This is an optimization exercise on Yosys and OpenROAD, whose aim is small area, not a production implementation.
The RTL was checked by simulation tests, not by an equivalence proof against the original design.
Power figures rest on the tool's default switching activity, not on a simulated workload.

==> flow/design.v <==
`timescale 1ns/10ps
package dbg_pkg;
  localparam int BYTE_W    = 8;    
  localparam int WORD_W    = 32;   
  localparam int PC_W      = 8;    
  localparam int REG_IDX_W = 5;    
  localparam int FRAME_BYTES = 56;
  localparam int IF_BASE  = 0;    
  localparam int ID_BASE  = 6;    
  localparam int EX_BASE  = 29;   
  localparam int MEM_BASE = 45;   
  typedef logic [$clog2(FRAME_BYTES)-1:0] frame_idx_t;
  typedef logic [FRAME_BYTES-1:0][BYTE_W-1:0] frame_t;
  typedef union packed
  {
    logic [WORD_W-1:0]                    word;    
    logic [WORD_W/BYTE_W-1:0][BYTE_W-1:0] bytes;   
  } word_bytes_u;
endpackage
`timescale 1ns/10ps
module snapshot_capture
(
  input  logic                            clk,
  input  logic                            rst_n,
  input  logic [dbg_pkg::PC_W-1:0]        current_pc,
  input  logic [dbg_pkg::PC_W-1:0]        pc_if,
  input  logic [dbg_pkg::WORD_W-1:0]      instr_if,
  input  logic [dbg_pkg::WORD_W-1:0]      data_a_id,
  input  logic [dbg_pkg::WORD_W-1:0]      data_b_id,
  input  logic [dbg_pkg::WORD_W-1:0]      sign_ext_id,
  input  logic [dbg_pkg::PC_W-1:0]        jump_dest_id,
  input  logic [dbg_pkg::REG_IDX_W-1:0]   reg_dest_r_id,
  input  logic [dbg_pkg::REG_IDX_W-1:0]   reg_dest_l_id,
  input  logic                            reg_dst_id,
  input  logic                            alu_src_id,
  input  logic                            mem_to_reg_id,
  input  logic                            reg_write_id,
  input  logic                            mem_read_id,
  input  logic                            mem_write_id,
  input  logic                            branch_id,
  input  logic [1:0]                      alu_op_id,
  input  logic [dbg_pkg::WORD_W-1:0]      result_ie,
  input  logic [dbg_pkg::WORD_W-1:0]      reg2_ie,
  input  logic [dbg_pkg::PC_W-1:0]        jump_dest_ie,
  input  logic                            zero_ie,
  input  logic [dbg_pkg::REG_IDX_W-1:0]   reg_dest_ie,
  input  logic                            mem_to_reg_ie,
  input  logic                            reg_write_ie,
  input  logic                            mem_read_ie,
  input  logic                            mem_write_ie,
  input  logic                            branch_ie,
  input  logic [dbg_pkg::WORD_W-1:0]      mem_data_mem,
  input  logic [dbg_pkg::WORD_W-1:0]      alu_result_mem,
  input  logic [dbg_pkg::REG_IDX_W-1:0]   reg_dest_mem,
  input  logic                            mem_to_reg_mem,
  input  logic                            reg_write_mem,
  input  logic              take,    
  output logic [dbg_pkg::FRAME_BYTES*dbg_pkg::BYTE_W-1:0] frame   
);
  localparam int WORD_BYTES = dbg_pkg::WORD_W / dbg_pkg::BYTE_W;
  logic [dbg_pkg::FRAME_BYTES*dbg_pkg::BYTE_W-1:0] packed_frame;   
  function automatic logic [dbg_pkg::WORD_W-1:0] msb_first(input logic [dbg_pkg::WORD_W-1:0] value);
    for (int i = 0; i < WORD_BYTES; i++)
    begin
      msb_first[i*dbg_pkg::BYTE_W +: dbg_pkg::BYTE_W] = value[(WORD_BYTES - 1 - i)*dbg_pkg::BYTE_W +: dbg_pkg::BYTE_W];
    end
  endfunction
  always_comb
  begin
    packed_frame = '0;   
    packed_frame[(dbg_pkg::IF_BASE)*dbg_pkg::BYTE_W +: dbg_pkg::BYTE_W]     = dbg_pkg::BYTE_W'(current_pc);   
    packed_frame[(dbg_pkg::IF_BASE + 1)*dbg_pkg::BYTE_W +: dbg_pkg::BYTE_W] = dbg_pkg::BYTE_W'(pc_if);        
    packed_frame[(dbg_pkg::IF_BASE + 2)*dbg_pkg::BYTE_W +: dbg_pkg::WORD_W] = msb_first(instr_if);
    packed_frame[(dbg_pkg::ID_BASE)*dbg_pkg::BYTE_W +: dbg_pkg::WORD_W] = msb_first(data_a_id);
    packed_frame[(dbg_pkg::ID_BASE + 4)*dbg_pkg::BYTE_W +: dbg_pkg::WORD_W] = msb_first(data_b_id);
    packed_frame[(dbg_pkg::ID_BASE + 8)*dbg_pkg::BYTE_W +: dbg_pkg::WORD_W] = msb_first(sign_ext_id);
    packed_frame[(dbg_pkg::ID_BASE + 12)*dbg_pkg::BYTE_W +: dbg_pkg::BYTE_W] = dbg_pkg::BYTE_W'(jump_dest_id);
    packed_frame[(dbg_pkg::ID_BASE + 13)*dbg_pkg::BYTE_W +: dbg_pkg::BYTE_W] = dbg_pkg::BYTE_W'(reg_dest_r_id);   
    packed_frame[(dbg_pkg::ID_BASE + 14)*dbg_pkg::BYTE_W +: dbg_pkg::BYTE_W] = dbg_pkg::BYTE_W'(reg_dest_l_id);   
    packed_frame[(dbg_pkg::ID_BASE + 15)*dbg_pkg::BYTE_W +: dbg_pkg::BYTE_W] = dbg_pkg::BYTE_W'(reg_dst_id);
    packed_frame[(dbg_pkg::ID_BASE + 16)*dbg_pkg::BYTE_W +: dbg_pkg::BYTE_W] = dbg_pkg::BYTE_W'(alu_src_id);
    packed_frame[(dbg_pkg::ID_BASE + 17)*dbg_pkg::BYTE_W +: dbg_pkg::BYTE_W] = dbg_pkg::BYTE_W'(mem_to_reg_id);
    packed_frame[(dbg_pkg::ID_BASE + 18)*dbg_pkg::BYTE_W +: dbg_pkg::BYTE_W] = dbg_pkg::BYTE_W'(reg_write_id);
    packed_frame[(dbg_pkg::ID_BASE + 19)*dbg_pkg::BYTE_W +: dbg_pkg::BYTE_W] = dbg_pkg::BYTE_W'(mem_read_id);
    packed_frame[(dbg_pkg::ID_BASE + 20)*dbg_pkg::BYTE_W +: dbg_pkg::BYTE_W] = dbg_pkg::BYTE_W'(mem_write_id);
    packed_frame[(dbg_pkg::ID_BASE + 21)*dbg_pkg::BYTE_W +: dbg_pkg::BYTE_W] = dbg_pkg::BYTE_W'(branch_id);
    packed_frame[(dbg_pkg::ID_BASE + 22)*dbg_pkg::BYTE_W +: dbg_pkg::BYTE_W] = dbg_pkg::BYTE_W'(alu_op_id);   
    packed_frame[(dbg_pkg::EX_BASE)*dbg_pkg::BYTE_W +: dbg_pkg::WORD_W] = msb_first(result_ie);
    packed_frame[(dbg_pkg::EX_BASE + 4)*dbg_pkg::BYTE_W +: dbg_pkg::WORD_W] = msb_first(reg2_ie);   
    packed_frame[(dbg_pkg::EX_BASE + 8)*dbg_pkg::BYTE_W +: dbg_pkg::BYTE_W]  = dbg_pkg::BYTE_W'(jump_dest_ie);
    packed_frame[(dbg_pkg::EX_BASE + 9)*dbg_pkg::BYTE_W +: dbg_pkg::BYTE_W]  = dbg_pkg::BYTE_W'(zero_ie);
    packed_frame[(dbg_pkg::EX_BASE + 10)*dbg_pkg::BYTE_W +: dbg_pkg::BYTE_W] = dbg_pkg::BYTE_W'(reg_dest_ie);
    packed_frame[(dbg_pkg::EX_BASE + 11)*dbg_pkg::BYTE_W +: dbg_pkg::BYTE_W] = dbg_pkg::BYTE_W'(mem_to_reg_ie);
    packed_frame[(dbg_pkg::EX_BASE + 12)*dbg_pkg::BYTE_W +: dbg_pkg::BYTE_W] = dbg_pkg::BYTE_W'(reg_write_ie);
    packed_frame[(dbg_pkg::EX_BASE + 13)*dbg_pkg::BYTE_W +: dbg_pkg::BYTE_W] = dbg_pkg::BYTE_W'(mem_read_ie);
    packed_frame[(dbg_pkg::EX_BASE + 14)*dbg_pkg::BYTE_W +: dbg_pkg::BYTE_W] = dbg_pkg::BYTE_W'(mem_write_ie);
    packed_frame[(dbg_pkg::EX_BASE + 15)*dbg_pkg::BYTE_W +: dbg_pkg::BYTE_W] = dbg_pkg::BYTE_W'(branch_ie);
    packed_frame[(dbg_pkg::MEM_BASE)*dbg_pkg::BYTE_W +: dbg_pkg::WORD_W] = msb_first(mem_data_mem);
    packed_frame[(dbg_pkg::MEM_BASE + 4)*dbg_pkg::BYTE_W +: dbg_pkg::WORD_W] = msb_first(alu_result_mem);
    packed_frame[(dbg_pkg::MEM_BASE + 8)*dbg_pkg::BYTE_W +: dbg_pkg::BYTE_W]  = dbg_pkg::BYTE_W'(reg_dest_mem);
    packed_frame[(dbg_pkg::MEM_BASE + 9)*dbg_pkg::BYTE_W +: dbg_pkg::BYTE_W]  = dbg_pkg::BYTE_W'(mem_to_reg_mem);
    packed_frame[(dbg_pkg::MEM_BASE + 10)*dbg_pkg::BYTE_W +: dbg_pkg::BYTE_W] = dbg_pkg::BYTE_W'(reg_write_mem);   
  end
  always_ff @(posedge clk)
  begin
    if (take)
    begin
      frame <= packed_frame;   
    end
  end
endmodule
`timescale 1ns/10ps
module rd_aoi222
(
  input  logic a1, a2, b1, b2, c1, c2,
  output logic y
);
  assign y = ~((a1 & a2) | (b1 & b2) | (c1 & c2));
endmodule
module rd_nor2
(
  input  logic a, b,
  output logic y
);
  assign y = ~(a | b);
endmodule
module byte_readout
(
  input  logic                      clk,
  input  logic                      rst_n,
  input  logic                      capture,       
  input  logic                      advance,       
  input  logic [dbg_pkg::FRAME_BYTES*dbg_pkg::BYTE_W-1:0] frame,   
  output logic                      take,          
  output logic [dbg_pkg::BYTE_W-1:0] read_data,
  output logic                      frame_full,
  output logic                      frame_empty
);
  logic       held;      
  logic [5:0] rd_idx;    
  logic       last;      
  logic [7:0] lo_n;      
  logic [7:0] hi_n;      
  logic [dbg_pkg::FRAME_BYTES-1:0] sel;   
  assign take = capture && !held;    
  assign last = !rd_idx[2] && !rd_idx[3] && !rd_idx[4] && !rd_idx[5];
  always_ff @(posedge clk)
  begin
    if (!rst_n)
      held <= 1'b0;
    else if (take)
      held <= 1'b1;
    else if (advance && last)
      held <= 1'b0;   
  end
  always_ff @(posedge clk)
  begin
    if (take)
      rd_idx <= 6'd12;
    else if (advance)
      rd_idx <= {rd_idx[4:0], rd_idx[5] ^ rd_idx[4]};
  end
  assign lo_n[0] = !(rd_idx[2:0] == 3'd0);
  assign lo_n[1] = !(rd_idx[2:0] == 3'd1);
  assign lo_n[2] = !(rd_idx[2:0] == 3'd2);
  assign lo_n[3] = !(rd_idx[2:0] == 3'd3);
  assign lo_n[4] = !(rd_idx[2:0] == 3'd4);
  assign lo_n[5] = !(rd_idx[2:0] == 3'd5);
  assign lo_n[6] = !(rd_idx[2:0] == 3'd6);
  assign lo_n[7] = !(rd_idx[2:0] == 3'd7);
  assign hi_n[0] = !(rd_idx[5:3] == 3'd0);
  assign hi_n[1] = !(rd_idx[5:3] == 3'd1);
  assign hi_n[2] = !(rd_idx[5:3] == 3'd2);
  assign hi_n[3] = !(rd_idx[5:3] == 3'd3);
  assign hi_n[4] = !(rd_idx[5:3] == 3'd4);
  assign hi_n[5] = !(rd_idx[5:3] == 3'd5);
  assign hi_n[6] = !(rd_idx[5:3] == 3'd6);
  assign hi_n[7] = !(rd_idx[5:3] == 3'd7);
  rd_nor2 u_sel0 (.a(lo_n[4]), .b(hi_n[1]), .y(sel[0]));
  rd_nor2 u_sel1 (.a(lo_n[0]), .b(hi_n[3]), .y(sel[1]));
  rd_nor2 u_sel2 (.a(lo_n[1]), .b(hi_n[6]), .y(sel[2]));
  rd_nor2 u_sel3 (.a(lo_n[2]), .b(hi_n[4]), .y(sel[3]));
  rd_nor2 u_sel4 (.a(lo_n[5]), .b(hi_n[0]), .y(sel[4]));
  rd_nor2 u_sel5 (.a(lo_n[2]), .b(hi_n[1]), .y(sel[5]));
  rd_nor2 u_sel6 (.a(lo_n[4]), .b(hi_n[2]), .y(sel[6]));
  rd_nor2 u_sel7 (.a(lo_n[1]), .b(hi_n[5]), .y(sel[7]));
  rd_nor2 u_sel8 (.a(lo_n[3]), .b(hi_n[2]), .y(sel[8]));
  rd_nor2 u_sel9 (.a(lo_n[7]), .b(hi_n[4]), .y(sel[9]));
  rd_nor2 u_sel10 (.a(lo_n[7]), .b(hi_n[1]), .y(sel[10]));
  rd_nor2 u_sel11 (.a(lo_n[6]), .b(hi_n[3]), .y(sel[11]));
  rd_nor2 u_sel12 (.a(lo_n[5]), .b(hi_n[7]), .y(sel[12]));
  rd_nor2 u_sel13 (.a(lo_n[2]), .b(hi_n[7]), .y(sel[13]));
  rd_nor2 u_sel14 (.a(lo_n[4]), .b(hi_n[6]), .y(sel[14]));
  rd_nor2 u_sel15 (.a(lo_n[0]), .b(hi_n[5]), .y(sel[15]));
  rd_nor2 u_sel16 (.a(lo_n[1]), .b(hi_n[2]), .y(sel[16]));
  rd_nor2 u_sel17 (.a(lo_n[3]), .b(hi_n[4]), .y(sel[17]));
  rd_nor2 u_sel18 (.a(lo_n[7]), .b(hi_n[0]), .y(sel[18]));
  rd_nor2 u_sel19 (.a(lo_n[6]), .b(hi_n[1]), .y(sel[19]));
  rd_nor2 u_sel20 (.a(lo_n[4]), .b(hi_n[3]), .y(sel[20]));
  rd_nor2 u_sel21 (.a(lo_n[1]), .b(hi_n[7]), .y(sel[21]));
  rd_nor2 u_sel22 (.a(lo_n[2]), .b(hi_n[6]), .y(sel[22]));
  rd_nor2 u_sel23 (.a(lo_n[4]), .b(hi_n[4]), .y(sel[23]));
  rd_nor2 u_sel24 (.a(lo_n[1]), .b(hi_n[1]), .y(sel[24]));
  rd_nor2 u_sel25 (.a(lo_n[2]), .b(hi_n[2]), .y(sel[25]));
  rd_nor2 u_sel26 (.a(lo_n[5]), .b(hi_n[4]), .y(sel[26]));
  rd_nor2 u_sel27 (.a(lo_n[3]), .b(hi_n[1]), .y(sel[27]));
  rd_nor2 u_sel28 (.a(lo_n[6]), .b(hi_n[2]), .y(sel[28]));
  rd_nor2 u_sel29 (.a(lo_n[5]), .b(hi_n[5]), .y(sel[29]));
  rd_nor2 u_sel30 (.a(lo_n[3]), .b(hi_n[3]), .y(sel[30]));
  rd_nor2 u_sel31 (.a(lo_n[7]), .b(hi_n[6]), .y(sel[31]));
  rd_nor2 u_sel32 (.a(lo_n[6]), .b(hi_n[5]), .y(sel[32]));
  rd_nor2 u_sel33 (.a(lo_n[5]), .b(hi_n[3]), .y(sel[33]));
  rd_nor2 u_sel34 (.a(lo_n[3]), .b(hi_n[7]), .y(sel[34]));
  rd_nor2 u_sel35 (.a(lo_n[6]), .b(hi_n[6]), .y(sel[35]));
  rd_nor2 u_sel36 (.a(lo_n[4]), .b(hi_n[5]), .y(sel[36]));
  rd_nor2 u_sel37 (.a(lo_n[1]), .b(hi_n[3]), .y(sel[37]));
  rd_nor2 u_sel38 (.a(lo_n[3]), .b(hi_n[6]), .y(sel[38]));
  rd_nor2 u_sel39 (.a(lo_n[6]), .b(hi_n[4]), .y(sel[39]));
  rd_nor2 u_sel40 (.a(lo_n[5]), .b(hi_n[1]), .y(sel[40]));
  rd_nor2 u_sel41 (.a(lo_n[2]), .b(hi_n[3]), .y(sel[41]));
  rd_nor2 u_sel42 (.a(lo_n[5]), .b(hi_n[6]), .y(sel[42]));
  rd_nor2 u_sel43 (.a(lo_n[2]), .b(hi_n[5]), .y(sel[43]));
  rd_nor2 u_sel44 (.a(lo_n[5]), .b(hi_n[2]), .y(sel[44]));
  rd_nor2 u_sel45 (.a(lo_n[3]), .b(hi_n[5]), .y(sel[45]));
  rd_nor2 u_sel46 (.a(lo_n[7]), .b(hi_n[2]), .y(sel[46]));
  rd_nor2 u_sel47 (.a(lo_n[7]), .b(hi_n[5]), .y(sel[47]));
  rd_nor2 u_sel48 (.a(lo_n[7]), .b(hi_n[3]), .y(sel[48]));
  rd_nor2 u_sel49 (.a(lo_n[7]), .b(hi_n[7]), .y(sel[49]));
  rd_nor2 u_sel50 (.a(lo_n[6]), .b(hi_n[7]), .y(sel[50]));
  rd_nor2 u_sel51 (.a(lo_n[4]), .b(hi_n[7]), .y(sel[51]));
  rd_nor2 u_sel52 (.a(lo_n[0]), .b(hi_n[7]), .y(sel[52]));
  rd_nor2 u_sel53 (.a(lo_n[0]), .b(hi_n[6]), .y(sel[53]));
  rd_nor2 u_sel54 (.a(lo_n[0]), .b(hi_n[4]), .y(sel[54]));
  rd_nor2 u_sel55 (.a(lo_n[1]), .b(hi_n[0]), .y(sel[55]));
  logic [17:0] t0;   
  logic [12:0] t1;   
  logic [12:0] t2;   
  logic [12:0] t3;   
  logic [12:0] t4;   
  logic [11:0] t5;   
  logic [11:0] t6;   
  logic [11:0] t7;   
  rd_aoi222 u_b0_0 (.a1(sel[0]), .a2(frame[0]), .b1(sel[1]), .b2(frame[8]), .c1(sel[2]), .c2(frame[16]), .y(t0[0]));
  rd_aoi222 u_b0_1 (.a1(sel[3]), .a2(frame[24]), .b1(sel[4]), .b2(frame[32]), .c1(sel[5]), .c2(frame[40]), .y(t0[1]));
  rd_aoi222 u_b0_2 (.a1(sel[6]), .a2(frame[48]), .b1(sel[7]), .b2(frame[56]), .c1(sel[8]), .c2(frame[64]), .y(t0[2]));
  rd_aoi222 u_b0_3 (.a1(sel[9]), .a2(frame[72]), .b1(sel[10]), .b2(frame[80]), .c1(sel[11]), .c2(frame[88]), .y(t0[3]));
  rd_aoi222 u_b0_4 (.a1(sel[12]), .a2(frame[96]), .b1(sel[13]), .b2(frame[104]), .c1(sel[14]), .c2(frame[112]), .y(t0[4]));
  rd_aoi222 u_b0_5 (.a1(sel[15]), .a2(frame[120]), .b1(sel[16]), .b2(frame[128]), .c1(sel[17]), .c2(frame[136]), .y(t0[5]));
  rd_aoi222 u_b0_6 (.a1(sel[18]), .a2(frame[144]), .b1(sel[19]), .b2(frame[152]), .c1(sel[20]), .c2(frame[160]), .y(t0[6]));
  rd_aoi222 u_b0_7 (.a1(sel[21]), .a2(frame[168]), .b1(sel[22]), .b2(frame[176]), .c1(sel[23]), .c2(frame[184]), .y(t0[7]));
  rd_aoi222 u_b0_8 (.a1(sel[24]), .a2(frame[192]), .b1(sel[25]), .b2(frame[200]), .c1(sel[26]), .c2(frame[208]), .y(t0[8]));
  rd_aoi222 u_b0_9 (.a1(sel[27]), .a2(frame[216]), .b1(sel[28]), .b2(frame[224]), .c1(sel[29]), .c2(frame[232]), .y(t0[9]));
  rd_aoi222 u_b0_10 (.a1(sel[30]), .a2(frame[240]), .b1(sel[31]), .b2(frame[248]), .c1(sel[32]), .c2(frame[256]), .y(t0[10]));
  rd_aoi222 u_b0_11 (.a1(sel[33]), .a2(frame[264]), .b1(sel[34]), .b2(frame[272]), .c1(sel[35]), .c2(frame[280]), .y(t0[11]));
  rd_aoi222 u_b0_12 (.a1(sel[36]), .a2(frame[288]), .b1(sel[37]), .b2(frame[296]), .c1(sel[38]), .c2(frame[304]), .y(t0[12]));
  rd_aoi222 u_b0_13 (.a1(sel[39]), .a2(frame[312]), .b1(sel[40]), .b2(frame[320]), .c1(sel[41]), .c2(frame[328]), .y(t0[13]));
  rd_aoi222 u_b0_14 (.a1(sel[42]), .a2(frame[336]), .b1(sel[43]), .b2(frame[344]), .c1(sel[44]), .c2(frame[352]), .y(t0[14]));
  rd_aoi222 u_b0_15 (.a1(sel[45]), .a2(frame[360]), .b1(sel[46]), .b2(frame[368]), .c1(sel[47]), .c2(frame[376]), .y(t0[15]));
  rd_aoi222 u_b0_16 (.a1(sel[48]), .a2(frame[384]), .b1(sel[49]), .b2(frame[392]), .c1(sel[50]), .c2(frame[400]), .y(t0[16]));
  rd_aoi222 u_b0_17 (.a1(sel[51]), .a2(frame[408]), .b1(sel[52]), .b2(frame[416]), .c1(sel[53]), .c2(frame[424]), .y(t0[17]));
  assign read_data[0] = ~&t0 | (sel[54] & frame[432]) | (sel[55] & frame[440]);
  rd_aoi222 u_b1_0 (.a1(sel[0]), .a2(frame[1]), .b1(sel[1]), .b2(frame[9]), .c1(sel[2]), .c2(frame[17]), .y(t1[0]));
  rd_aoi222 u_b1_1 (.a1(sel[3]), .a2(frame[25]), .b1(sel[4]), .b2(frame[33]), .c1(sel[5]), .c2(frame[41]), .y(t1[1]));
  rd_aoi222 u_b1_2 (.a1(sel[6]), .a2(frame[49]), .b1(sel[7]), .b2(frame[57]), .c1(sel[8]), .c2(frame[65]), .y(t1[2]));
  rd_aoi222 u_b1_3 (.a1(sel[9]), .a2(frame[73]), .b1(sel[10]), .b2(frame[81]), .c1(sel[11]), .c2(frame[89]), .y(t1[3]));
  rd_aoi222 u_b1_4 (.a1(sel[12]), .a2(frame[97]), .b1(sel[13]), .b2(frame[105]), .c1(sel[14]), .c2(frame[113]), .y(t1[4]));
  rd_aoi222 u_b1_5 (.a1(sel[15]), .a2(frame[121]), .b1(sel[16]), .b2(frame[129]), .c1(sel[17]), .c2(frame[137]), .y(t1[5]));
  rd_aoi222 u_b1_6 (.a1(sel[18]), .a2(frame[145]), .b1(sel[19]), .b2(frame[153]), .c1(sel[20]), .c2(frame[161]), .y(t1[6]));
  rd_aoi222 u_b1_7 (.a1(sel[28]), .a2(frame[225]), .b1(sel[29]), .b2(frame[233]), .c1(sel[30]), .c2(frame[241]), .y(t1[7]));
  rd_aoi222 u_b1_8 (.a1(sel[31]), .a2(frame[249]), .b1(sel[32]), .b2(frame[257]), .c1(sel[33]), .c2(frame[265]), .y(t1[8]));
  rd_aoi222 u_b1_9 (.a1(sel[34]), .a2(frame[273]), .b1(sel[35]), .b2(frame[281]), .c1(sel[36]), .c2(frame[289]), .y(t1[9]));
  rd_aoi222 u_b1_10 (.a1(sel[37]), .a2(frame[297]), .b1(sel[39]), .b2(frame[313]), .c1(sel[45]), .c2(frame[361]), .y(t1[10]));
  rd_aoi222 u_b1_11 (.a1(sel[46]), .a2(frame[369]), .b1(sel[47]), .b2(frame[377]), .c1(sel[48]), .c2(frame[385]), .y(t1[11]));
  rd_aoi222 u_b1_12 (.a1(sel[49]), .a2(frame[393]), .b1(sel[50]), .b2(frame[401]), .c1(sel[51]), .c2(frame[409]), .y(t1[12]));
  assign read_data[1] = ~&t1 | (sel[52] & frame[417]) | (sel[53] & frame[425]);
  rd_aoi222 u_b2_0 (.a1(sel[0]), .a2(frame[2]), .b1(sel[1]), .b2(frame[10]), .c1(sel[2]), .c2(frame[18]), .y(t2[0]));
  rd_aoi222 u_b2_1 (.a1(sel[3]), .a2(frame[26]), .b1(sel[4]), .b2(frame[34]), .c1(sel[5]), .c2(frame[42]), .y(t2[1]));
  rd_aoi222 u_b2_2 (.a1(sel[6]), .a2(frame[50]), .b1(sel[7]), .b2(frame[58]), .c1(sel[8]), .c2(frame[66]), .y(t2[2]));
  rd_aoi222 u_b2_3 (.a1(sel[9]), .a2(frame[74]), .b1(sel[10]), .b2(frame[82]), .c1(sel[11]), .c2(frame[90]), .y(t2[3]));
  rd_aoi222 u_b2_4 (.a1(sel[12]), .a2(frame[98]), .b1(sel[13]), .b2(frame[106]), .c1(sel[14]), .c2(frame[114]), .y(t2[4]));
  rd_aoi222 u_b2_5 (.a1(sel[15]), .a2(frame[122]), .b1(sel[16]), .b2(frame[130]), .c1(sel[17]), .c2(frame[138]), .y(t2[5]));
  rd_aoi222 u_b2_6 (.a1(sel[18]), .a2(frame[146]), .b1(sel[19]), .b2(frame[154]), .c1(sel[20]), .c2(frame[162]), .y(t2[6]));
  rd_aoi222 u_b2_7 (.a1(sel[29]), .a2(frame[234]), .b1(sel[30]), .b2(frame[242]), .c1(sel[31]), .c2(frame[250]), .y(t2[7]));
  rd_aoi222 u_b2_8 (.a1(sel[32]), .a2(frame[258]), .b1(sel[33]), .b2(frame[266]), .c1(sel[34]), .c2(frame[274]), .y(t2[8]));
  rd_aoi222 u_b2_9 (.a1(sel[35]), .a2(frame[282]), .b1(sel[36]), .b2(frame[290]), .c1(sel[37]), .c2(frame[298]), .y(t2[9]));
  rd_aoi222 u_b2_10 (.a1(sel[39]), .a2(frame[314]), .b1(sel[45]), .b2(frame[362]), .c1(sel[46]), .c2(frame[370]), .y(t2[10]));
  rd_aoi222 u_b2_11 (.a1(sel[47]), .a2(frame[378]), .b1(sel[48]), .b2(frame[386]), .c1(sel[49]), .c2(frame[394]), .y(t2[11]));
  rd_aoi222 u_b2_12 (.a1(sel[50]), .a2(frame[402]), .b1(sel[51]), .b2(frame[410]), .c1(sel[52]), .c2(frame[418]), .y(t2[12]));
  assign read_data[2] = ~&t2 | (sel[53] & frame[426]);
  rd_aoi222 u_b3_0 (.a1(sel[0]), .a2(frame[3]), .b1(sel[1]), .b2(frame[11]), .c1(sel[2]), .c2(frame[19]), .y(t3[0]));
  rd_aoi222 u_b3_1 (.a1(sel[3]), .a2(frame[27]), .b1(sel[4]), .b2(frame[35]), .c1(sel[5]), .c2(frame[43]), .y(t3[1]));
  rd_aoi222 u_b3_2 (.a1(sel[6]), .a2(frame[51]), .b1(sel[7]), .b2(frame[59]), .c1(sel[8]), .c2(frame[67]), .y(t3[2]));
  rd_aoi222 u_b3_3 (.a1(sel[9]), .a2(frame[75]), .b1(sel[10]), .b2(frame[83]), .c1(sel[11]), .c2(frame[91]), .y(t3[3]));
  rd_aoi222 u_b3_4 (.a1(sel[12]), .a2(frame[99]), .b1(sel[13]), .b2(frame[107]), .c1(sel[14]), .c2(frame[115]), .y(t3[4]));
  rd_aoi222 u_b3_5 (.a1(sel[15]), .a2(frame[123]), .b1(sel[16]), .b2(frame[131]), .c1(sel[17]), .c2(frame[139]), .y(t3[5]));
  rd_aoi222 u_b3_6 (.a1(sel[18]), .a2(frame[147]), .b1(sel[19]), .b2(frame[155]), .c1(sel[20]), .c2(frame[163]), .y(t3[6]));
  rd_aoi222 u_b3_7 (.a1(sel[29]), .a2(frame[235]), .b1(sel[30]), .b2(frame[243]), .c1(sel[31]), .c2(frame[251]), .y(t3[7]));
  rd_aoi222 u_b3_8 (.a1(sel[32]), .a2(frame[259]), .b1(sel[33]), .b2(frame[267]), .c1(sel[34]), .c2(frame[275]), .y(t3[8]));
  rd_aoi222 u_b3_9 (.a1(sel[35]), .a2(frame[283]), .b1(sel[36]), .b2(frame[291]), .c1(sel[37]), .c2(frame[299]), .y(t3[9]));
  rd_aoi222 u_b3_10 (.a1(sel[39]), .a2(frame[315]), .b1(sel[45]), .b2(frame[363]), .c1(sel[46]), .c2(frame[371]), .y(t3[10]));
  rd_aoi222 u_b3_11 (.a1(sel[47]), .a2(frame[379]), .b1(sel[48]), .b2(frame[387]), .c1(sel[49]), .c2(frame[395]), .y(t3[11]));
  rd_aoi222 u_b3_12 (.a1(sel[50]), .a2(frame[403]), .b1(sel[51]), .b2(frame[411]), .c1(sel[52]), .c2(frame[419]), .y(t3[12]));
  assign read_data[3] = ~&t3 | (sel[53] & frame[427]);
  rd_aoi222 u_b4_0 (.a1(sel[0]), .a2(frame[4]), .b1(sel[1]), .b2(frame[12]), .c1(sel[2]), .c2(frame[20]), .y(t4[0]));
  rd_aoi222 u_b4_1 (.a1(sel[3]), .a2(frame[28]), .b1(sel[4]), .b2(frame[36]), .c1(sel[5]), .c2(frame[44]), .y(t4[1]));
  rd_aoi222 u_b4_2 (.a1(sel[6]), .a2(frame[52]), .b1(sel[7]), .b2(frame[60]), .c1(sel[8]), .c2(frame[68]), .y(t4[2]));
  rd_aoi222 u_b4_3 (.a1(sel[9]), .a2(frame[76]), .b1(sel[10]), .b2(frame[84]), .c1(sel[11]), .c2(frame[92]), .y(t4[3]));
  rd_aoi222 u_b4_4 (.a1(sel[12]), .a2(frame[100]), .b1(sel[13]), .b2(frame[108]), .c1(sel[14]), .c2(frame[116]), .y(t4[4]));
  rd_aoi222 u_b4_5 (.a1(sel[15]), .a2(frame[124]), .b1(sel[16]), .b2(frame[132]), .c1(sel[17]), .c2(frame[140]), .y(t4[5]));
  rd_aoi222 u_b4_6 (.a1(sel[18]), .a2(frame[148]), .b1(sel[19]), .b2(frame[156]), .c1(sel[20]), .c2(frame[164]), .y(t4[6]));
  rd_aoi222 u_b4_7 (.a1(sel[29]), .a2(frame[236]), .b1(sel[30]), .b2(frame[244]), .c1(sel[31]), .c2(frame[252]), .y(t4[7]));
  rd_aoi222 u_b4_8 (.a1(sel[32]), .a2(frame[260]), .b1(sel[33]), .b2(frame[268]), .c1(sel[34]), .c2(frame[276]), .y(t4[8]));
  rd_aoi222 u_b4_9 (.a1(sel[35]), .a2(frame[284]), .b1(sel[36]), .b2(frame[292]), .c1(sel[37]), .c2(frame[300]), .y(t4[9]));
  rd_aoi222 u_b4_10 (.a1(sel[39]), .a2(frame[316]), .b1(sel[45]), .b2(frame[364]), .c1(sel[46]), .c2(frame[372]), .y(t4[10]));
  rd_aoi222 u_b4_11 (.a1(sel[47]), .a2(frame[380]), .b1(sel[48]), .b2(frame[388]), .c1(sel[49]), .c2(frame[396]), .y(t4[11]));
  rd_aoi222 u_b4_12 (.a1(sel[50]), .a2(frame[404]), .b1(sel[51]), .b2(frame[412]), .c1(sel[52]), .c2(frame[420]), .y(t4[12]));
  assign read_data[4] = ~&t4 | (sel[53] & frame[428]);
  rd_aoi222 u_b5_0 (.a1(sel[0]), .a2(frame[5]), .b1(sel[1]), .b2(frame[13]), .c1(sel[2]), .c2(frame[21]), .y(t5[0]));
  rd_aoi222 u_b5_1 (.a1(sel[3]), .a2(frame[29]), .b1(sel[4]), .b2(frame[37]), .c1(sel[5]), .c2(frame[45]), .y(t5[1]));
  rd_aoi222 u_b5_2 (.a1(sel[6]), .a2(frame[53]), .b1(sel[7]), .b2(frame[61]), .c1(sel[8]), .c2(frame[69]), .y(t5[2]));
  rd_aoi222 u_b5_3 (.a1(sel[9]), .a2(frame[77]), .b1(sel[10]), .b2(frame[85]), .c1(sel[11]), .c2(frame[93]), .y(t5[3]));
  rd_aoi222 u_b5_4 (.a1(sel[12]), .a2(frame[101]), .b1(sel[13]), .b2(frame[109]), .c1(sel[14]), .c2(frame[117]), .y(t5[4]));
  rd_aoi222 u_b5_5 (.a1(sel[15]), .a2(frame[125]), .b1(sel[16]), .b2(frame[133]), .c1(sel[17]), .c2(frame[141]), .y(t5[5]));
  rd_aoi222 u_b5_6 (.a1(sel[18]), .a2(frame[149]), .b1(sel[29]), .b2(frame[237]), .c1(sel[30]), .c2(frame[245]), .y(t5[6]));
  rd_aoi222 u_b5_7 (.a1(sel[31]), .a2(frame[253]), .b1(sel[32]), .b2(frame[261]), .c1(sel[33]), .c2(frame[269]), .y(t5[7]));
  rd_aoi222 u_b5_8 (.a1(sel[34]), .a2(frame[277]), .b1(sel[35]), .b2(frame[285]), .c1(sel[36]), .c2(frame[293]), .y(t5[8]));
  rd_aoi222 u_b5_9 (.a1(sel[37]), .a2(frame[301]), .b1(sel[45]), .b2(frame[365]), .c1(sel[46]), .c2(frame[373]), .y(t5[9]));
  rd_aoi222 u_b5_10 (.a1(sel[47]), .a2(frame[381]), .b1(sel[48]), .b2(frame[389]), .c1(sel[49]), .c2(frame[397]), .y(t5[10]));
  rd_aoi222 u_b5_11 (.a1(sel[50]), .a2(frame[405]), .b1(sel[51]), .b2(frame[413]), .c1(sel[52]), .c2(frame[421]), .y(t5[11]));
  assign read_data[5] = ~&t5;
  rd_aoi222 u_b6_0 (.a1(sel[0]), .a2(frame[6]), .b1(sel[1]), .b2(frame[14]), .c1(sel[2]), .c2(frame[22]), .y(t6[0]));
  rd_aoi222 u_b6_1 (.a1(sel[3]), .a2(frame[30]), .b1(sel[4]), .b2(frame[38]), .c1(sel[5]), .c2(frame[46]), .y(t6[1]));
  rd_aoi222 u_b6_2 (.a1(sel[6]), .a2(frame[54]), .b1(sel[7]), .b2(frame[62]), .c1(sel[8]), .c2(frame[70]), .y(t6[2]));
  rd_aoi222 u_b6_3 (.a1(sel[9]), .a2(frame[78]), .b1(sel[10]), .b2(frame[86]), .c1(sel[11]), .c2(frame[94]), .y(t6[3]));
  rd_aoi222 u_b6_4 (.a1(sel[12]), .a2(frame[102]), .b1(sel[13]), .b2(frame[110]), .c1(sel[14]), .c2(frame[118]), .y(t6[4]));
  rd_aoi222 u_b6_5 (.a1(sel[15]), .a2(frame[126]), .b1(sel[16]), .b2(frame[134]), .c1(sel[17]), .c2(frame[142]), .y(t6[5]));
  rd_aoi222 u_b6_6 (.a1(sel[18]), .a2(frame[150]), .b1(sel[29]), .b2(frame[238]), .c1(sel[30]), .c2(frame[246]), .y(t6[6]));
  rd_aoi222 u_b6_7 (.a1(sel[31]), .a2(frame[254]), .b1(sel[32]), .b2(frame[262]), .c1(sel[33]), .c2(frame[270]), .y(t6[7]));
  rd_aoi222 u_b6_8 (.a1(sel[34]), .a2(frame[278]), .b1(sel[35]), .b2(frame[286]), .c1(sel[36]), .c2(frame[294]), .y(t6[8]));
  rd_aoi222 u_b6_9 (.a1(sel[37]), .a2(frame[302]), .b1(sel[45]), .b2(frame[366]), .c1(sel[46]), .c2(frame[374]), .y(t6[9]));
  rd_aoi222 u_b6_10 (.a1(sel[47]), .a2(frame[382]), .b1(sel[48]), .b2(frame[390]), .c1(sel[49]), .c2(frame[398]), .y(t6[10]));
  rd_aoi222 u_b6_11 (.a1(sel[50]), .a2(frame[406]), .b1(sel[51]), .b2(frame[414]), .c1(sel[52]), .c2(frame[422]), .y(t6[11]));
  assign read_data[6] = ~&t6;
  rd_aoi222 u_b7_0 (.a1(sel[0]), .a2(frame[7]), .b1(sel[1]), .b2(frame[15]), .c1(sel[2]), .c2(frame[23]), .y(t7[0]));
  rd_aoi222 u_b7_1 (.a1(sel[3]), .a2(frame[31]), .b1(sel[4]), .b2(frame[39]), .c1(sel[5]), .c2(frame[47]), .y(t7[1]));
  rd_aoi222 u_b7_2 (.a1(sel[6]), .a2(frame[55]), .b1(sel[7]), .b2(frame[63]), .c1(sel[8]), .c2(frame[71]), .y(t7[2]));
  rd_aoi222 u_b7_3 (.a1(sel[9]), .a2(frame[79]), .b1(sel[10]), .b2(frame[87]), .c1(sel[11]), .c2(frame[95]), .y(t7[3]));
  rd_aoi222 u_b7_4 (.a1(sel[12]), .a2(frame[103]), .b1(sel[13]), .b2(frame[111]), .c1(sel[14]), .c2(frame[119]), .y(t7[4]));
  rd_aoi222 u_b7_5 (.a1(sel[15]), .a2(frame[127]), .b1(sel[16]), .b2(frame[135]), .c1(sel[17]), .c2(frame[143]), .y(t7[5]));
  rd_aoi222 u_b7_6 (.a1(sel[18]), .a2(frame[151]), .b1(sel[29]), .b2(frame[239]), .c1(sel[30]), .c2(frame[247]), .y(t7[6]));
  rd_aoi222 u_b7_7 (.a1(sel[31]), .a2(frame[255]), .b1(sel[32]), .b2(frame[263]), .c1(sel[33]), .c2(frame[271]), .y(t7[7]));
  rd_aoi222 u_b7_8 (.a1(sel[34]), .a2(frame[279]), .b1(sel[35]), .b2(frame[287]), .c1(sel[36]), .c2(frame[295]), .y(t7[8]));
  rd_aoi222 u_b7_9 (.a1(sel[37]), .a2(frame[303]), .b1(sel[45]), .b2(frame[367]), .c1(sel[46]), .c2(frame[375]), .y(t7[9]));
  rd_aoi222 u_b7_10 (.a1(sel[47]), .a2(frame[383]), .b1(sel[48]), .b2(frame[391]), .c1(sel[49]), .c2(frame[399]), .y(t7[10]));
  rd_aoi222 u_b7_11 (.a1(sel[50]), .a2(frame[407]), .b1(sel[51]), .b2(frame[415]), .c1(sel[52]), .c2(frame[423]), .y(t7[11]));
  assign read_data[7] = ~&t7;
  assign frame_full  = held && !rd_idx[0] && !rd_idx[1] && !rd_idx[4] && !rd_idx[5];     
  assign frame_empty = !held;
endmodule
`timescale 1ns/10ps
module pipe_snapshot_top
(
  input  logic                            clk,
  input  logic                            rst_n,
  input  logic                            capture,
  input  logic                            advance,
  input  logic [dbg_pkg::PC_W-1:0]        current_pc,
  input  logic [dbg_pkg::PC_W-1:0]        pc_if,
  input  logic [dbg_pkg::WORD_W-1:0]      instr_if,
  input  logic [dbg_pkg::WORD_W-1:0]      data_a_id,
  input  logic [dbg_pkg::WORD_W-1:0]      data_b_id,
  input  logic [dbg_pkg::WORD_W-1:0]      sign_ext_id,
  input  logic [dbg_pkg::PC_W-1:0]        jump_dest_id,
  input  logic [dbg_pkg::REG_IDX_W-1:0]   reg_dest_r_id,
  input  logic [dbg_pkg::REG_IDX_W-1:0]   reg_dest_l_id,
  input  logic                            reg_dst_id,
  input  logic                            alu_src_id,
  input  logic                            mem_to_reg_id,
  input  logic                            reg_write_id,
  input  logic                            mem_read_id,
  input  logic                            mem_write_id,
  input  logic                            branch_id,
  input  logic [1:0]                      alu_op_id,
  input  logic [dbg_pkg::WORD_W-1:0]      result_ie,
  input  logic [dbg_pkg::WORD_W-1:0]      reg2_ie,
  input  logic [dbg_pkg::PC_W-1:0]        jump_dest_ie,
  input  logic                            zero_ie,
  input  logic [dbg_pkg::REG_IDX_W-1:0]   reg_dest_ie,
  input  logic                            mem_to_reg_ie,
  input  logic                            reg_write_ie,
  input  logic                            mem_read_ie,
  input  logic                            mem_write_ie,
  input  logic                            branch_ie,
  input  logic [dbg_pkg::WORD_W-1:0]      mem_data_mem,
  input  logic [dbg_pkg::WORD_W-1:0]      alu_result_mem,
  input  logic [dbg_pkg::REG_IDX_W-1:0]   reg_dest_mem,
  input  logic                            mem_to_reg_mem,
  input  logic                            reg_write_mem,
  output logic [dbg_pkg::BYTE_W-1:0]      read_data,
  output logic                            frame_full,
  output logic                            frame_empty
);
  logic   take;    
  logic [dbg_pkg::FRAME_BYTES*dbg_pkg::BYTE_W-1:0] frame;   
  snapshot_capture snapshot_capture_inst
  (
    .clk    (clk),
    .rst_n  (rst_n),
    .current_pc     (current_pc),
    .pc_if          (pc_if),
    .instr_if       (instr_if),
    .data_a_id      (data_a_id),
    .data_b_id      (data_b_id),
    .sign_ext_id    (sign_ext_id),
    .jump_dest_id   (jump_dest_id),
    .reg_dest_r_id  (reg_dest_r_id),
    .reg_dest_l_id  (reg_dest_l_id),
    .reg_dst_id     (reg_dst_id),
    .alu_src_id     (alu_src_id),
    .mem_to_reg_id  (mem_to_reg_id),
    .reg_write_id   (reg_write_id),
    .mem_read_id    (mem_read_id),
    .mem_write_id   (mem_write_id),
    .branch_id      (branch_id),
    .alu_op_id      (alu_op_id),
    .result_ie      (result_ie),
    .reg2_ie        (reg2_ie),
    .jump_dest_ie   (jump_dest_ie),
    .zero_ie        (zero_ie),
    .reg_dest_ie    (reg_dest_ie),
    .mem_to_reg_ie  (mem_to_reg_ie),
    .reg_write_ie   (reg_write_ie),
    .mem_read_ie    (mem_read_ie),
    .mem_write_ie   (mem_write_ie),
    .branch_ie      (branch_ie),
    .mem_data_mem   (mem_data_mem),
    .alu_result_mem (alu_result_mem),
    .reg_dest_mem   (reg_dest_mem),
    .mem_to_reg_mem (mem_to_reg_mem),
    .reg_write_mem  (reg_write_mem),
    .take   (take),
    .frame  (frame)
  );
  byte_readout byte_readout_inst
  (
    .clk         (clk),
    .rst_n       (rst_n),
    .capture     (capture),
    .advance     (advance),
    .frame       (frame),
    .take        (take),
    .read_data   (read_data),
    .frame_full  (frame_full),
    .frame_empty (frame_empty)
  );
endmodule
==> flow/flow/run.sh <==
#!/bin/bash
# Standard ORFS layout with smaller port buffers and a lighter clock tree.
set -euo pipefail
export BUFFER_PORTS_ARGS="-buffer_cell sky130_fd_sc_hd__buf_1"
export CTS_ARGS="-sink_clustering_enable -repair_clock_nets -dont_use_dummy_load -buf_list {sky130_fd_sc_hd__clkbuf_4 sky130_fd_sc_hd__clkbuf_8 sky130_fd_sc_hd__clkbuf_16} -root_buf sky130_fd_sc_hd__clkbuf_8 -sink_clustering_size 30 -sink_clustering_max_diameter 100"
bash standard.sh > standard.log 2>&1
==> flow/standard.sh <==
#!/bin/bash
# synth_recipe.tcl (not shown) runs the flow's synth.tcl, then flattens the netlist and writes it again
# the make line also repeats each setting of config.mk as NAME=value (left out here)
make -C /OpenROAD-flow-scripts/flow DESIGN_CONFIG=/design/flow/config.mk WORK_HOME=/design/flow/orfs CLKGATE_MAP_FILE= SYNTH_SCRIPT=/design/flow/synth_recipe.tcl "${@:-finish}"
==> flow/config.mk <==
export PLATFORM = sky130hd
export DESIGN_NAME = pipe_snapshot_top
export DESIGN_NICKNAME = pipe_snapshot_top
export VERILOG_FILES = /design/flow/design.v
export SDC_FILE = /design/flow/constraint.sdc
export NUM_CORES = 4
export LEC_CHECK = 0
export CAP_MARGIN = 20
export CORE_MARGIN = 2
export CORE_UTILIZATION = 60
export SLEW_MARGIN = 20
export SYNTH_HIERARCHICAL = 1
==> flow/constraint.sdc <==
create_clock -name core_clock -period 6.0 [get_ports {clk}]
set_input_delay 1.2000 -clock core_clock [delete_from_list [all_inputs] [get_ports {clk}]]
set_output_delay 1.2000 -clock core_clock [all_outputs]
set_load 0.01 [all_outputs]
==> reports/results.txt <==
Initial core utilization -> 0.606
Layout area overhead -> 16.8%
Final Max Tran Viols -> 0
Synthesized cell area -> 11700 sq um
Status -> complete, no violations
Vias in the first global route -> 7277
Hold_buf cts -> 0
Clock sink count -> 332
CP required -> 4.80 ns
Total CTS buffers -> 15
Core ar. -> 19300 sq um
HPWL after DPL -> 23000 um
Slowest cell delay on critical path -> 0.68 ns
Post-CTS Setup Inserts -> 0
Critical path class -> reg -> out
Register area -> 9900 sq um
Drt drc -> 0
Post-Route WL -> 31200 um
Drt pass-1 iters -> 8
Vias -> 7538
Crit end category -> output port
Crit path max-delay family -> simple AND/OR/NAND/NOR gates
Routability Congestion -> 0.958
Worst Skew -> 0.0356 ns
Final Hold Fails -> 0
Fill cells -> 1316
H-tree Lvls -> 1
Layout cells sized above 1 -> 0.0290
First-pass GRT wire length -> 42900 um
PwrDens -> 302 nW/um^2
Initial antenna violation count -> 3
Clock latency (worst-skew pair) -> 0.53 ns
Port Buffer Count -> 338
Die W -> 144 um
Die Ht -> 144 um
Synth warn -> 8
HP Start -> byte_readout_inst.held
Util after Layout -> 0.708
Worst VDD drop -> 0.254 mV
Max-cap violations -> 0
Post-route cell area -> 13700 sq um
CP bufs+invs -> 1
Clock root cell -> clkbuf_8
Power consumption -> 4.13 mW
Final period utilization -> 0.770
Max clock buf depth -> 3
Worst-path fanout max -> 11
Synth Instances -> 582
Critical path startpoint category -> flip-flop
Clk pin slew, worst setup/hold paths -> 0.11 ns
Routed Antenna Nets -> 0
All-Layer GR Usage -> 0.291
DP Area -> 13300 sq um
# setup viols final -> 0
Top-level port count -> 339
Multi-input combinational cell area -> 1790 sq um
CTS tree -> yes
Net Count, Synth -> 911
Fmax -> 216 MHz
Leakage -> 4.24 nW
Vias/cell -> 6.30
Crit path from -> byte_readout_inst.rd_idx[4]
Final nets -> 1262
Num rows -> 51
Critical Path AT -> 3.42 ns
RSZ-0062 raised after global routing -> false
Die area -> 20700 sq um
Mapped Avg Cell Area -> 20.1 sq um
RR Startpoint -> byte_readout_inst.held
Largest net degree at the start of global routing -> 216
HP Class -> reg -> reg
Starting DRC count in detailed routing -> 1080
Post-CTS sizing -> 0
Rel. slew slack -> 0.244
Drt wl/cell -> 26.0 um
Worst-path cell chain -> nand3b_1 -> nor2_1 -> a222oi_1 -> nand4_1 -> or4_1 -> buf_1
Min cycle time layout -> 4.62 ns
Worst-Margin Slew -> 1.13 ns
Crit path max-delay cell type -> a222oi_1
Remaining global-route overflow -> 0
-- area by class of cell --
class | instances | share of cell area
diodes | 1 | 0.000183
multi-input cells | 241 | 0.131
flip-flops and latches | 332 | 0.724
repair buffers | 341 | 0.0953
well taps | 265 | 0.0242
inverters | 2 | 0.000823
clock buffers | 15 | 0.0250
-- worst register-to-register path, stage by stage (launching register included) --
cell and delay, ns:
dfxtp_1 0.35, inv_1 0.17, nand2_8 0.08, clkinvlp_4 0.10, buf_4 0.49, buf_4 0.74
-- power breakdown --
part,switching [mW],leakage [nW],internal [mW]
clock network,0.629,0.169,0.405
registers,0.0528,3.16,2.71
logic,0.222,0.912,0.114
-- final timing paths --
kind,end,cells past startpoint,slack (ns)
worst max-delay path,read_data[3],6,1.38
worst min-delay path,byte_readout_inst.held,2,0.60
worst max register to register,snapshot_capture_inst.frame[131],5,3.67
worst min register to register,byte_readout_inst.held,2,0.60
-- cell usage in the layout, fill, tap and decap left out, types with 6 or more instances in the layout --
cell type,count
buf_1,338
edfxtp_1,325
a222oi_1,106
nor2_1,63
nand4_1,22
clkbuf_16,12
nand3_1,10
nand2_1,7
dfxtp_1,7
nand3b_1,6
-- routing by layer --
metal,vias to the layer above,share of wire,global-route usage
li1,3293,-,-
met1,3666,0.36,0.392
met2,524,0.48,0.482
met3,53,0.12,0.0620
met4,2,0.033,0.0944
met5,-,0.00042,0
-- flip-flops by register name (all words and copies together) (netlist names) --
name,cells
byte_readout_inst.held,1
snapshot_capture_inst.frame,325
byte_readout_inst.rd_idx,6
-- through the flow --
| step | TNS, ns | cells | hold slack, ns | worst slack (ns) |
|---|---|---|---|---|
| 2_1_floorplan | -181.02 | 582 | 0.543 | -0.556 |
| 3_5_place_dp | 0 | 1181 | 0.572 | 2.06 |
| 4_1_cts | 0 | 1196 | 0.596 | 1.43 |
| 3_3_place_gp | 0 | 1181 | 0.588 | 2.08 |
| 5_1_grt | 0 | 1197 | 0.617 | 1.26 |
| 6_report | 0 | 1197 | 0.599 | 1.38 |

re-timing with driven ports:
Ports are ideal in the flow. The routed layout listed here was re-timed in OpenROAD. Step 1 assumes that a clkbuf_16 drives the clock port and a buf_2 every other input. Step 2 times the ports against the registers' clock, not the clock port: input delays grow and output delays shrink by t, the midpoint of the rising clock arrivals with the driver on. Three values: no drivers, after step 1, after step 2; two values: the first two.
shift t [ns]: 0.577
setup WS [ns]: 1.379 / 1.335 / 1.912
slew at the worst register clock pin (ns): 0.11 / 0.11
After both steps setup and hold are still met in this run. For this run, drivers alone change the setup slack by -0.044 ns; drivers and shift together by +0.533 ns.
